This design comes from an exercise in tuning for small area on the open sky130 flow, not from production work.
Only simulation tests tie the RTL to the original design; equivalence was not proved.
The clock port is modelled as an ideal driver; clocking choices that lean on that would not hold on a real chip.
Power and IR drop assume default switching activity.

==> inputs of job 4008 <==
## result_ram
module result_ram
#(
    parameter int DATA_W = result_ram_pkg::RES_DATA_W,
    parameter int ADDR_W = result_ram_pkg::RES_ADDR_W,
    parameter int DEPTH  = result_ram_pkg::RES_DEPTH
) (
    input  logic              clk,
    input  logic              rst_n,
    input  logic              we,
    input  logic [ADDR_W-1:0] addr,
    input  logic [DATA_W-1:0] din,
    output logic [DATA_W-1:0] dout,
    output logic              dout_valid,
    output logic [ADDR_W:0]   wr_count,
    output logic              full
);
==> module result_ram_tracker, before the edit <==
module result_ram_tracker
#(
    parameter int ADDR_W = result_ram_pkg::RES_ADDR_W,
    parameter int DEPTH  = result_ram_pkg::RES_DEPTH
) (
    input  logic              clk,
    input  logic              rst_n,
    input  logic              clr,
    input  logic              wr_fire,
    input  logic              in_range,
    input  logic [ADDR_W-1:0] addr,
    output logic              valid,
    output logic [ADDR_W:0]   wr_count,
    output logic              full
);
    localparam logic [ADDR_W:0] DEPTH_C = (ADDR_W + 1)'(DEPTH);
    logic [DEPTH-1:0] written_q, written_d;
    logic [ADDR_W:0]  count_q, count_d;
    always_ff @(posedge clk or negedge rst_n) begin
        if (!rst_n) begin
            written_q <= '0;
            count_q   <= '0;
        end else begin
            written_q <= written_d;
            count_q   <= count_d;
        end
    end
    always_comb begin
        written_d = written_q;
        count_d   = count_q;
        if (clr) begin
            written_d = '0;
            count_d   = '0;
        end else if (wr_fire) begin
            written_d[addr] = 1'b1;
            if (!written_q[addr]) begin
                count_d = count_q + 1'b1;
            end
        end
    end
    always_comb begin
        valid    = in_range && written_q[addr];
        wr_count = count_q;
        full     = (count_q == DEPTH_C);
    end
endmodule
==> module result_ram, before the edit <==
module result_ram
#(
    parameter int DATA_W = result_ram_pkg::RES_DATA_W,
    parameter int ADDR_W = result_ram_pkg::RES_ADDR_W,
    parameter int DEPTH  = result_ram_pkg::RES_DEPTH
) (
    input  logic              clk,
    input  logic              rst_n,
    input  logic              we,
    input  logic [ADDR_W-1:0] addr,
    input  logic [DATA_W-1:0] din,
    output logic [DATA_W-1:0] dout,
    output logic              dout_valid,
    output logic [ADDR_W:0]   wr_count,
    output logic              full
);
    localparam logic [ADDR_W:0] DEPTH_C = (ADDR_W + 1)'(DEPTH);
    logic [DATA_W-1:0] RAM [0:DEPTH-1];
    logic in_range;
    logic wr_fire;
    logic clr_i;
    assign clr_i = 1'b0;
    always_comb begin
        in_range = ({1'b0, addr} < DEPTH_C);
        wr_fire  = we && in_range && !clr_i;
    end
    always_ff @(posedge clk or negedge rst_n) begin
        if (!rst_n) begin
            for (int i = 0; i < DEPTH; i++) begin
                RAM[i] <= '0;
            end
        end else if (wr_fire) begin
            RAM[addr] <= din;
        end
    end
    always_comb begin
        dout = in_range ? RAM[addr] : '0;
    end
    result_ram_tracker #(
        .ADDR_W (ADDR_W),
        .DEPTH  (DEPTH)
    ) u_tracker (
        .clk      (clk),
        .rst_n    (rst_n),
        .clr      (clr_i),
        .wr_fire  (wr_fire),
        .in_range (in_range),
        .addr     (addr),
        .valid    (dout_valid),
        .wr_count (wr_count),
        .full     (full)
    );
endmodule
export LEC_CHECK = 0
export CAP_MARGIN = 20
export CORE_MARGIN = 2
export CORE_UTILIZATION = 40
export SLEW_MARGIN = 20
create_clock -name core_clock -period 10.0 [get_ports {clk}]
run.sh (not shown) runs the stock make flow with config.mk's settings and CLKGATE_MAP_FILE= SYNTH_SCRIPT=/design/flow/synth_recipe.tcl, a recipe that flattens the netlist after the stock synthesis.
==> job 1464: changes against job 4008 <==
==> flow/design.v (replaced) <==
package result_ram_pkg;
    localparam int RES_DATA_W = 32;
    localparam int RES_ADDR_W = 6;
    localparam int RES_DEPTH  = 64;
    typedef logic [RES_DATA_W-1:0] res_word_t;
    typedef logic [RES_ADDR_W-1:0] res_addr_t;
endpackage
module result_ram_tracker (
    input  logic        clk,
    input  logic        rst_n,
    input  logic        we,
    input  logic [63:0] wsel,       
    input  logic        valid,      
    output logic [63:0] written,
    output logic [6:0]  wr_count,
    output logic        full
);
    logic [63:0] written_q;
    logic [6:0]  count_q;
    always_ff @(posedge clk or negedge rst_n) begin
        if (!rst_n) begin
            written_q <= '0;
            count_q   <= '0;
        end else begin
            written_q <= written_q | wsel;
            count_q   <= count_q + {6'd0, we & ~valid};
        end
    end
    assign written  = written_q;
    assign wr_count = count_q;
    assign full     = count_q[6];    
endmodule
module result_ram_bit (
    input  logic clk,
    input  logic s,
    input  logic ns,
    input  logic dp,
    output logic q
);
    always_ff @(posedge clk) begin
        q <= ~((dp | ns) & (q | s));
    end
endmodule
module result_ram_aoi3 (
    input  logic [2:0] s,
    input  logic [2:0] d,
    output logic       y
);
    assign y = ~|(s & d);
endmodule
module result_ram_aoi2 (
    input  logic [1:0] s,
    input  logic [1:0] d,
    output logic       y
);
    assign y = ~|(s & d);
endmodule
module result_ram_rdbit (
    input  logic [63:0] sel,
    input  logic [63:0] d,
    output logic        o
);
    logic [21:0] y;
    for (genvar k = 0; k < 20; k++) begin : g_a3
        result_ram_aoi3 u_a (.s(sel[3*k +: 3]), .d(d[3*k +: 3]), .y(y[k]));
    end
    result_ram_aoi2 u_a20 (.s(sel[61:60]), .d(d[61:60]), .y(y[20]));
    result_ram_aoi2 u_a21 (.s(sel[63:62]), .d(d[63:62]), .y(y[21]));
    assign o = ~&y;
endmodule
module result_ram (
    input  logic        clk,
    input  logic        rst_n,
    input  logic        we,
    input  logic [5:0]  addr,
    input  logic [31:0] din,
    output logic [31:0] dout,
    output logic        dout_valid,
    output logic [6:0]  wr_count,
    output logic        full
);
    logic        ph;
    logic [63:0] dec, wsel, nwsel, rsel, written;
    logic [31:0] dp, rd;
    logic [63:0] qt [32];     
    always_ff @(posedge clk or negedge rst_n) begin
        if (!rst_n) ph <= 1'b0;
        else        ph <= ~ph;
    end
    assign dp = din ^ {32{ph}};
    always_comb begin
        for (int i = 0; i < 64; i++) begin
            dec[i] = (addr == 6'(i));
        end
    end
    assign wsel  = dec & {64{we}};
    assign nwsel = ~wsel;
    assign rsel  = dec & written;
    for (genvar i = 0; i < 64; i++) begin : g_row
        for (genvar b = 0; b < 32; b++) begin : g_bit
            result_ram_bit u_bit (
                .clk (clk),
                .s   (wsel[i]),
                .ns  (nwsel[i]),
                .dp  (dp[b]),
                .q   (qt[b][i])
            );
        end
    end
    for (genvar b = 0; b < 32; b++) begin : g_rd
        result_ram_rdbit u_rd (.sel(rsel), .d(qt[b]), .o(rd[b]));
    end
    assign dout_valid = |rsel;
    assign dout       = rd ^ {32{ph & dout_valid}};
    result_ram_tracker u_tracker (
        .clk      (clk),
        .rst_n    (rst_n),
        .we       (we),
        .wsel     (wsel),
        .valid    (dout_valid),
        .written  (written),
        .wr_count (wr_count),
        .full     (full)
    );
endmodule
Settings changed: SYNTH_HIERARCHICAL set to 1.
==> qor summary <==
| quantity | job 1464 | job 4008 |
|---|---|---|
| Result of the run | finished with violations | timing/DRC/antenna clean |
| Violated checks | negative setup slack | - |
| Length of routed wiring on met1 | 113 mm | 154 mm |
| Total length of routed met3 wires | 36.0 mm | 46.9 mm |
| Area of the multi-input gates | 0.0250 sq mm | 0.0374 sq mm |
| Synthesized net count | 5616 | 6868 |
| PnR worst setup slack | -0.127 ns | 0.930 ns |
| Xor/xnor cell area share of the yosys netlist | 1.23% | 0.0855% |
| Post-route insts no fill | 8527 | 9933 |
| Count of non-CTS inverters in the layout | 66 | 9 |
| Global-route wire length before repair | 410 mm | 547 mm |
| Combinational gate power | 1.58 mW | 2.12 mW |
| Vias in the first global route | 57300 | 65300 |
| Post-synthesis simple-gate area fraction | 4.49% | 4.22% |
| Launching instance or port of the critical path | addr[3] | addr[0] |
| #MultiIn Comb | 3342 | 4012 |
| Later-pin clock latency in the skew report | 0.92 ns | 0.91 ns |
| Number of buffer and inverter stages on the critical path | 5 | 4 |
| Total length of routed met2 wires | 120 mm | 169 mm |
| Power density over the cells | 255 mW/mm^2 | 200 mW/mm^2 |
| RR Endpoint | g_row[16].g_bit[19].u_bit.q$_DFF_P_ | u_tracker.count_q[1]$_DFFE_PN0P_ |
| Final cell utilization of the core | 48.7% | 45.6% |
| Die outline width | 415 um | 484 um |
| Hold Path End | g_row[19].g_bit[14].u_bit.q$_DFF_P_ | u_tracker.written_q[43]$_DFFE_PN0P_ |
| CP max-delay cell | sky130_fd_sc_hd__a222oi_1 | sky130_fd_sc_hd__nor2_4 |


==> inputs of nickel <==
Another version of the RTL of result_ram (not shown whole).
==> module result_ram_tracker, before the edit <==
module result_ram_tracker (
    input  logic        clk,
    input  logic        rst_n,
    input  logic        we,
    input  logic [63:0] wsel,       
    input  logic        valid,      
    output logic [63:0] written,
    output logic [6:0]  wr_count,
    output logic        full
);
    logic [63:0] written_q;
    logic [6:0]  count_q;
    always_ff @(posedge clk or negedge rst_n) begin
        if (!rst_n) begin
            written_q <= '0;
            count_q   <= '0;
        end else begin
            written_q <= written_q | wsel;
            count_q   <= count_q + {6'd0, we & ~valid};
        end
    end
    assign written  = written_q;
    assign wr_count = count_q;
    assign full     = count_q[6];    
endmodule
==> module result_ram, before the edit <==
module result_ram (
    input  logic        clk,
    input  logic        rst_n,
    input  logic        we,
    input  logic [5:0]  addr,
    input  logic [31:0] din,
    output logic [31:0] dout,
    output logic        dout_valid,
    output logic [6:0]  wr_count,
    output logic        full
);
    logic        ph;
    logic [63:0] dec, wsel, nwsel, rsel, written;
    logic [31:0] dp, rd;
    logic [63:0] qt [32];     
    always_ff @(posedge clk or negedge rst_n) begin
        if (!rst_n) ph <= 1'b0;
        else        ph <= ~ph;
    end
    assign dp = din ^ {32{ph}};
    always_comb begin
        for (int i = 0; i < 64; i++) begin
            dec[i] = (addr == 6'(i));
        end
    end
    assign wsel  = dec & {64{we}};
    assign nwsel = ~wsel;
    assign rsel  = dec & written;
    for (genvar i = 0; i < 64; i++) begin : g_row
        for (genvar b = 0; b < 32; b++) begin : g_bit
            result_ram_bit u_bit (
                .clk (clk),
                .s   (wsel[i]),
                .ns  (nwsel[i]),
                .dp  (dp[b]),
                .q   (qt[b][i])
            );
        end
    end
    for (genvar b = 0; b < 32; b++) begin : g_rd
        result_ram_rdbit u_rd (.sel(rsel), .d(qt[b]), .o(rd[b]));
    end
    assign dout_valid = |rsel;
    assign dout       = rd ^ {32{ph & dout_valid}};
    result_ram_tracker u_tracker (
        .clk      (clk),
        .rst_n    (rst_n),
        .we       (we),
        .wsel     (wsel),
        .valid    (dout_valid),
        .written  (written),
        .wr_count (wr_count),
        .full     (full)
    );
endmodule
clock: 10.0 ns
lec_check: 0
cap_margin: 5
core_margin: 2
core_utilization: 70
setup_slack_margin: 0.2
slew_margin: 5
synth_hierarchical: 1
standard.sh (not shown) runs the stock make flow with config.mk's settings and CLKGATE_MAP_FILE= SYNTH_SCRIPT=/design/flow/synth_recipe.tcl, a recipe that flattens the netlist after the stock synthesis.
==> flow/flow/run.sh <==
#!/bin/bash
# Standard ORFS layout, with the clock tree built from small clock buffers
# and without CTS dummy loads. The CTS settings are chosen by trying a few
# candidates on the placed design and taking the smallest tree whose
# flip-flop clock-pin slew (placement estimate) stays under a margin.
set -uo pipefail
here=$(pwd)
R=$here/orfs/results/$FLOW_PLATFORM/result_ram/base

export BUFFER_PORTS_ARGS="-buffer_cell sky130_fd_sc_hd__buf_2"
bash standard.sh place > standard_place.log 2>&1 || exit 1

B=sky130_fd_sc_hd__clkbuf_
common="-sink_clustering_enable -repair_clock_nets -dont_use_dummy_load"
cands=(
  "$common -buf_list ${B}4 -sink_clustering_size 8 -sink_clustering_max_diameter 60"
  "$common -buf_list ${B}4 -sink_clustering_size 8 -sink_clustering_max_diameter 40"
  "$common -buf_list ${B}2 -sink_clustering_size 5 -sink_clustering_max_diameter 30"
  "$common -buf_list ${B}2"
  "$common -buf_list ${B}8 -sink_clustering_size 14 -sink_clustering_max_diameter 40"
  "$common -buf_list ${B}4"
  "$common -buf_list ${B}16"
)
mkdir -p cts_try
i=0
for c in "${cands[@]}"; do
  ( ODB=$R/3_place.odb SDC=$R/3_place.sdc CTSARGS="$c" \
      openroad -no_init -exit $here/flow/cts_try.tcl > cts_try/try_$i.log 2>&1 ) &
  i=$((i+1))
  if (( i % 4 == 0 )); then wait; fi
done
wait

best=""; best_area=1e18
i=0
for c in "${cands[@]}"; do
  line=$(grep '^RESULT' cts_try/try_$i.log || true)
  if [[ -n $line ]]; then
    area=$(echo "$line" | awk '{print $3}'); slew=$(echo "$line" | awk '{print $5}')
    echo "cand $i area $area slew $slew : $c" >> cts_try/summary.txt
    if awk -v s="$slew" -v a="$area" -v b="$best_area" 'BEGIN{exit !(s < 0.100 && a < b)}'; then
      best="$c"; best_area=$area
    fi
  fi
  i=$((i+1))
done
if [[ -z $best ]]; then best="-sink_clustering_enable -repair_clock_nets"; fi
echo "chosen: $best" >> cts_try/summary.txt

export CTS_ARGS="$best"
export BUFFER_PORTS_ARGS="-buffer_cell sky130_fd_sc_hd__buf_2"
bash standard.sh > standard_finish.log 2>&1
Other scripts of this flow, unchanged in this note and not shown: flow/flow/cts_try.tcl
==> amber: changes against nickel <==
--- a/flow/design.v
+++ b/flow/design.v
@@ -18,4 +18,8 @@
     logic [63:0] written_q;
     logic [6:0]  count_q;
+    logic [63:0] written_d;
+    for (genvar i = 0; i < 64; i++) begin : g_flag
+        result_ram_or2 u_or (.a(written_q[i]), .b(wsel[i]), .y(written_d[i]));
+    end
     always_ff @(posedge clk or negedge rst_n) begin
         if (!rst_n) begin
@@ -23,5 +27,5 @@
             count_q   <= '0;
         end else begin
-            written_q <= written_q | wsel;
+            written_q <= written_d;
             count_q   <= count_q + {6'd0, we & ~valid};
         end
@@ -61,4 +65,18 @@
     assign o = ~&y;
 endmodule
+module result_ram_or2 (
+    input  logic a,
+    input  logic b,
+    output logic y
+);
+    assign y = a | b;
+endmodule
+module result_ram_xor2 (
+    input  logic a,
+    input  logic b,
+    output logic y
+);
+    assign y = a ^ b;
+endmodule
 module result_ram (
     input  logic        clk,
@@ -80,5 +98,7 @@
         else        ph <= ~ph;
     end
-    assign dp = din ^ {32{ph}};
+    for (genvar b = 0; b < 32; b++) begin : g_dp
+        result_ram_xor2 u_x (.a(din[b]), .b(ph), .y(dp[b]));
+    end
     always_comb begin
         for (int i = 0; i < 64; i++) begin
@@ -104,5 +124,9 @@
     end
     assign dout_valid = |rsel;
-    assign dout       = rd ^ {32{ph & dout_valid}};
+    logic ph_v;
+    assign ph_v = ph & dout_valid;
+    for (genvar b = 0; b < 32; b++) begin : g_do
+        result_ram_xor2 u_x (.a(rd[b]), .b(ph_v), .y(dout[b]));
+    end
     result_ram_tracker u_tracker (
         .clk      (clk),
--- a/flow/config.mk
+++ b/flow/config.mk
@@ -6,8 +6,8 @@
 export NUM_CORES = 4
 export LEC_CHECK = 0
-export CAP_MARGIN = 5
+export CAP_MARGIN = 20
 export CORE_MARGIN = 2
-export CORE_UTILIZATION = 70
+export CORE_UTILIZATION = 60
 export SETUP_SLACK_MARGIN = 0.2
-export SLEW_MARGIN = 5
+export SLEW_MARGIN = 20
 export SYNTH_HIERARCHICAL = 1
==> summary.md <==
| Metric | Value |
|---|---|
| Clock-net power | `0.00426 W` |
| Max-Cap Viols | `0` |
| Final core utilization | `0.670` |
| Worst Hold End | `g_row[23].g_bit[20].u_bit.q` |
| Fin. max-slew vios | `0` |
| Status | `timing/DRC/antenna clean` |
| Hold Slack | `0.434 ns` |
| Most frequent cells in the layout | `2049 x o22ai_1, 2048 x dfxtp_1, 672 x a222oi_1, 320 x clkbuf_4, 241 x buf_4` |
| Fmax | `120 MHz` |
| Met1 WL | `98.2 mm` |
| Compound-Gate Fraction of Synth Area | `0.299` |
| GRT met1 Usage | `0.601` |
(the above is from amber)
==> summary.md <==
| Metric | Value |
|---|---|
| Final core utilization | `0.777` |
| Max-Cap Viols | `2` |
| Status | `finished with violations` |
| Hold Slack | `0.436 ns` |
| Worst Hold End | `g_row[55].g_bit[27].u_bit.q` |
| Met1 WL | `88.9 mm` |
| Layout Check Fails | `capacitance limit, slew limit` |
| GRT met1 Usage | `0.657` |
| Fin. max-slew vios | `4` |
| Fmax | `112 MHz` |
| Most frequent cells in the layout | `2048 x o22ai_1, 2048 x dfxtp_1, 672 x a222oi_1, 316 x clkbuf_4, 240 x buf_4` |
(the above is from nickel)

==> afterwards: timing with drivers on the ports <==
How much do the figures lean on ideal ports? The routed layouts below were timed once more, with nothing changed but the port constraints. Step 1 assumes that a clkbuf_16 drives the clock port and a buf_2 every other input. Step 2 moves the port delays by t, midway between the first and last clock arrival at a register: inputs arrive t later, outputs are due t later. That takes back most of the time a late clock gives input paths. Three values: ideal ports, drivers, drivers and shift; two values: the first two.
run | shift t [ns] | setup slack, ns | clock arrival spread, ns | worst register clock-pin slew, ns | pins driven straight from the clock port
job 4008 | 0.984 | 0.930 / 0.898 / 0.898 | 0.058 / 0.058 | 0.07 / 0.07 | 1
job 1464 | 0.982 | -0.127 / -0.229 / -0.229 | 0.079 / 0.079 | 0.07 / 0.07 | 1
nickel | 1.268 | 1.096 / 0.939 / 0.939 | 0.134 / 0.133 | 0.10 / 0.10 | 1
amber | 1.340 | 1.641 / 1.617 / 1.617 | 0.116 / 0.116 | 0.11 / 0.11 | 1
For nickel, which loses most, drivers alone change the setup slack by -0.157 ns; drivers and shift together by -0.157 ns.
